From an optimization exercise on the open Yosys and OpenROAD flow, aimed at small area, a short achievable clock period and few clock cycles per item; shortcuts taken in it are not production practice. The RTL was checked by simulation tests, not by an equivalence proof against the original design. Power and IR drop assume default switching activity.

== P ==
==> flow/design.v (excerpt) <==
module battery_voltage_average_soc_lookup #(
  parameter int unsigned TABLE_ENTRIES = 100
) (
  input  wire logic        clk_i,
  input  wire logic        rst_ni,
  input  wire logic        in_valid_i,
  output      logic        in_stall_o,
  input  wire logic        cmd_i,
  input  wire logic [22:0] sample_uv_i,
  input  wire logic [6:0]  entry_index_i,
  input  wire logic [15:0] entry_mv_i,
  output      logic        out_valid_o,
  input  wire logic        out_stall_i,
  output      logic [15:0] long_avg_mv_o,
  output      logic        long_done_o,
  output      logic [15:0] short_avg_mv_o,
  output      logic        short_done_o,
  output      logic [10:0] soc_x16_o,
  output      logic        init_seen_o,
  input  wire logic        cfg_valid_i,
  output      logic        cfg_ready_o,
  input  wire logic [1:0]  cfg_index_i,
  input  wire logic [3:0]  cfg_data_i
);
==> flow/config.mk <==
export PLATFORM = sky130hd
export DESIGN_NAME = battery_voltage_average_soc_lookup
export DESIGN_NICKNAME = battery_voltage_average_soc_lookup
export VERILOG_FILES = /design/flow/design.v
export SDC_FILE = /design/flow/constraint.sdc
export NUM_CORES = 4
export LEC_CHECK = 0
export ABC_AREA = 1
export CAP_MARGIN = 20
export CORE_MARGIN = 2
export CORE_UTILIZATION = 40
export CTS_CLUSTER_DIAMETER = 110
export CTS_CLUSTER_SIZE = 22
export PLACE_DENSITY = 0.45
export SETUP_SLACK_MARGIN = 5
export SLEW_MARGIN = 20
export TNS_END_PERCENT = 10
==> flow/constraint.sdc <==
create_clock -name core_clock -period 8.0 [get_ports {clk_i}]
set_input_delay 1.6000 -clock core_clock [delete_from_list [all_inputs] [get_ports {clk_i}]]
set_output_delay 1.6000 -clock core_clock [all_outputs]
set_load 0.01 [all_outputs]
run.sh (not shown) runs the stock make flow with config.mk's settings and CLKGATE_MAP_FILE= SYNTH_SCRIPT=/design/flow/synth_recipe.tcl, a recipe that flattens the netlist after the stock synthesis.
Testbench counts of P, summed over its fixed seeds: cycles 9,384, items 9,216.
Inputs modified between P and Q:
--- a/flow/design.v
+++ b/flow/design.v
@@ -50,16 +50,17 @@
     greater = gg[12];
   endfunction
   logic        v2_q, w2_q, ld2_q, sd2_q, lt0_2_q, gt99_2_q;
   logic [13:0] a2_q, l2_q;
   logic [2:0]  b2_q;
   logic        v3_q, w3_q, ld3_q, sd3_q, lt0_3_q, gt99_3_q;
   logic [13:0] a3_q, l3_q;
   logic [4:0]  b3_q;
+  logic [31:0] d3_q;
   logic [13:0] t0_q;
   logic [13:0] t99_q;
   logic [13:0] t49_q;
   logic [13:0] t24_q;
   logic [13:0] t74_q;
   logic [13:0] t12_q;
   logic [13:0] t36_q;
   logic [13:0] t61_q;
@@ -203,16 +204,19 @@
       sd3_q <= sd2_q;
     end
   end
   always_ff @(posedge clk_i) begin
     if (en_i) begin
       a3_q <= a2_q;
       l3_q <= l2_q;
       b3_q <= b2[4:0];
+      for (int i = 0; i < 32; i++) begin
+        d3_q[i] <= (b2[2:0] == 3'(i % 8)) & (b2[4:3] == 2'(i / 8));
+      end
       lt0_3_q  <= lt0_2_q;
       gt99_3_q <= gt99_2_q;
     end
   end
   logic [13:0] t1_q;
   logic [13:0] t4_q;
   logic [13:0] t7_q;
   logic [13:0] t10_q;
@@ -351,17 +355,17 @@
         7'd98: t98_q <= a3_q;
         default: ;
       endcase
     end
   end
   logic [6:0] b3;
   assign b3[4:0] = b3_q;
   logic [31:0] d3;   
-  assign d3 = 32'd1 << b3_q;
+  assign d3 = d3_q;
   logic c5;
   assign c5 = greater(a3_q, ({14{d3[0]}} & t1_q) | ({14{d3[16]}} & t4_q) | ({14{d3[8]}} & t7_q) | ({14{d3[24]}} & t10_q) | ({14{d3[4]}} & t13_q) | ({14{d3[20]}} & t16_q) | ({14{d3[12]}} & t19_q) | ({14{d3[28]}} & t22_q) | ({14{d3[2]}} & t25_q) | ({14{d3[18]}} & t28_q) | ({14{d3[10]}} & t31_q) | ({14{d3[26]}} & t34_q) | ({14{d3[6]}} & t37_q) | ({14{d3[22]}} & t40_q) | ({14{d3[14]}} & t43_q) | ({14{d3[30]}} & t47_q) | ({14{d3[1]}} & t50_q) | ({14{d3[17]}} & t53_q) | ({14{d3[9]}} & t56_q) | ({14{d3[25]}} & t59_q) | ({14{d3[5]}} & t62_q) | ({14{d3[21]}} & t65_q) | ({14{d3[13]}} & t68_q) | ({14{d3[29]}} & t72_q) | ({14{d3[3]}} & t75_q) | ({14{d3[19]}} & t78_q) | ({14{d3[11]}} & t81_q) | ({14{d3[27]}} & t84_q) | ({14{d3[7]}} & t87_q) | ({14{d3[23]}} & t90_q) | ({14{d3[15]}} & t93_q) | ({14{d3[31]}} & t97_q));
   assign b3[5] = c5;
   logic c6_0;
   assign c6_0 = greater(a3_q, ({14{d3[30]}} & t46_q) | ({14{d3[29]}} & t71_q) | ({14{d3[31]}} & t96_q));
   logic c6_1;
   assign c6_1 = greater(a3_q, ({14{d3[0]}} & t2_q) | ({14{d3[16]}} & t5_q) | ({14{d3[8]}} & t8_q) | ({14{d3[24]}} & t11_q) | ({14{d3[4]}} & t14_q) | ({14{d3[20]}} & t17_q) | ({14{d3[12]}} & t20_q) | ({14{d3[28]}} & t23_q) | ({14{d3[2]}} & t26_q) | ({14{d3[18]}} & t29_q) | ({14{d3[10]}} & t32_q) | ({14{d3[26]}} & t35_q) | ({14{d3[6]}} & t38_q) | ({14{d3[22]}} & t41_q) | ({14{d3[14]}} & t44_q) | ({14{d3[30]}} & t48_q) | ({14{d3[1]}} & t51_q) | ({14{d3[17]}} & t54_q) | ({14{d3[9]}} & t57_q) | ({14{d3[25]}} & t60_q) | ({14{d3[5]}} & t63_q) | ({14{d3[21]}} & t66_q) | ({14{d3[13]}} & t69_q) | ({14{d3[29]}} & t73_q) | ({14{d3[3]}} & t76_q) | ({14{d3[19]}} & t79_q) | ({14{d3[11]}} & t82_q) | ({14{d3[27]}} & t85_q) | ({14{d3[7]}} & t88_q) | ({14{d3[23]}} & t91_q) | ({14{d3[15]}} & t94_q) | ({14{d3[31]}} & t98_q));
   assign b3[6] = (b3[5] ? c6_1 : c6_0);
Notes after the runs:
Weighted congestion at the end of routability-driven global placement (lower): Q
Routed wire in Q totals less than in P.
Comparing Q and P, power consumption is higher on P.
Compared with P, in Q post-placement cell count saw an increase, setup slack saw an increase, number of cells in the finished layout apart from fillers saw a decrease.
Q ends up with a worst slack at placement that is 0.077 ns lower than in P.
[diff] first-iteration DRC count, Q relative to P: regression
Tapcell count in Q vs P: up 16
In the tables for Q and P, multi-input logic cell count reads lower with P.
On number of top-level pins, P tracks Q almost exactly.
Compared with P, Q shows worst hold slack higher by 0.0062 ns.
Compared Q vs P, and number of clock sinks is up in Q.
Testbench counts of Q, summed over its fixed seeds: cycles 9,384, items 9,216.

## port drivers added, routing unchanged
No port has a modelled driver above. Below, the same layouts with a new extraction and two added sets of constraints. Step 1, drivers: a clkbuf_16 drives clk_i and a buf_2 each remaining input, both assumed. Step 2 times the ports against the registers' clock, not the clock port: input delays grow and output delays shrink by t, the midpoint of the rising clock arrivals with the driver on. a / b / c = no drivers / after step 1 / after step 2; a / b = the first two.
| run | t, ns | setup WS [ns] | hold WS [ns] |
|---|---|---|---|
| P | 0.859 | 4.575 / 4.575 / 3.980 | 0.424 / 0.424 / 0.424 |
| Q | 0.869 | 4.845 / 4.762 / 4.209 | 0.430 / 0.430 / 0.430 |
After both steps every run listed still meets setup and hold. The setup slack of Q, which loses most, moves by -0.083 ns with the drivers and by -0.636 ns with both steps.
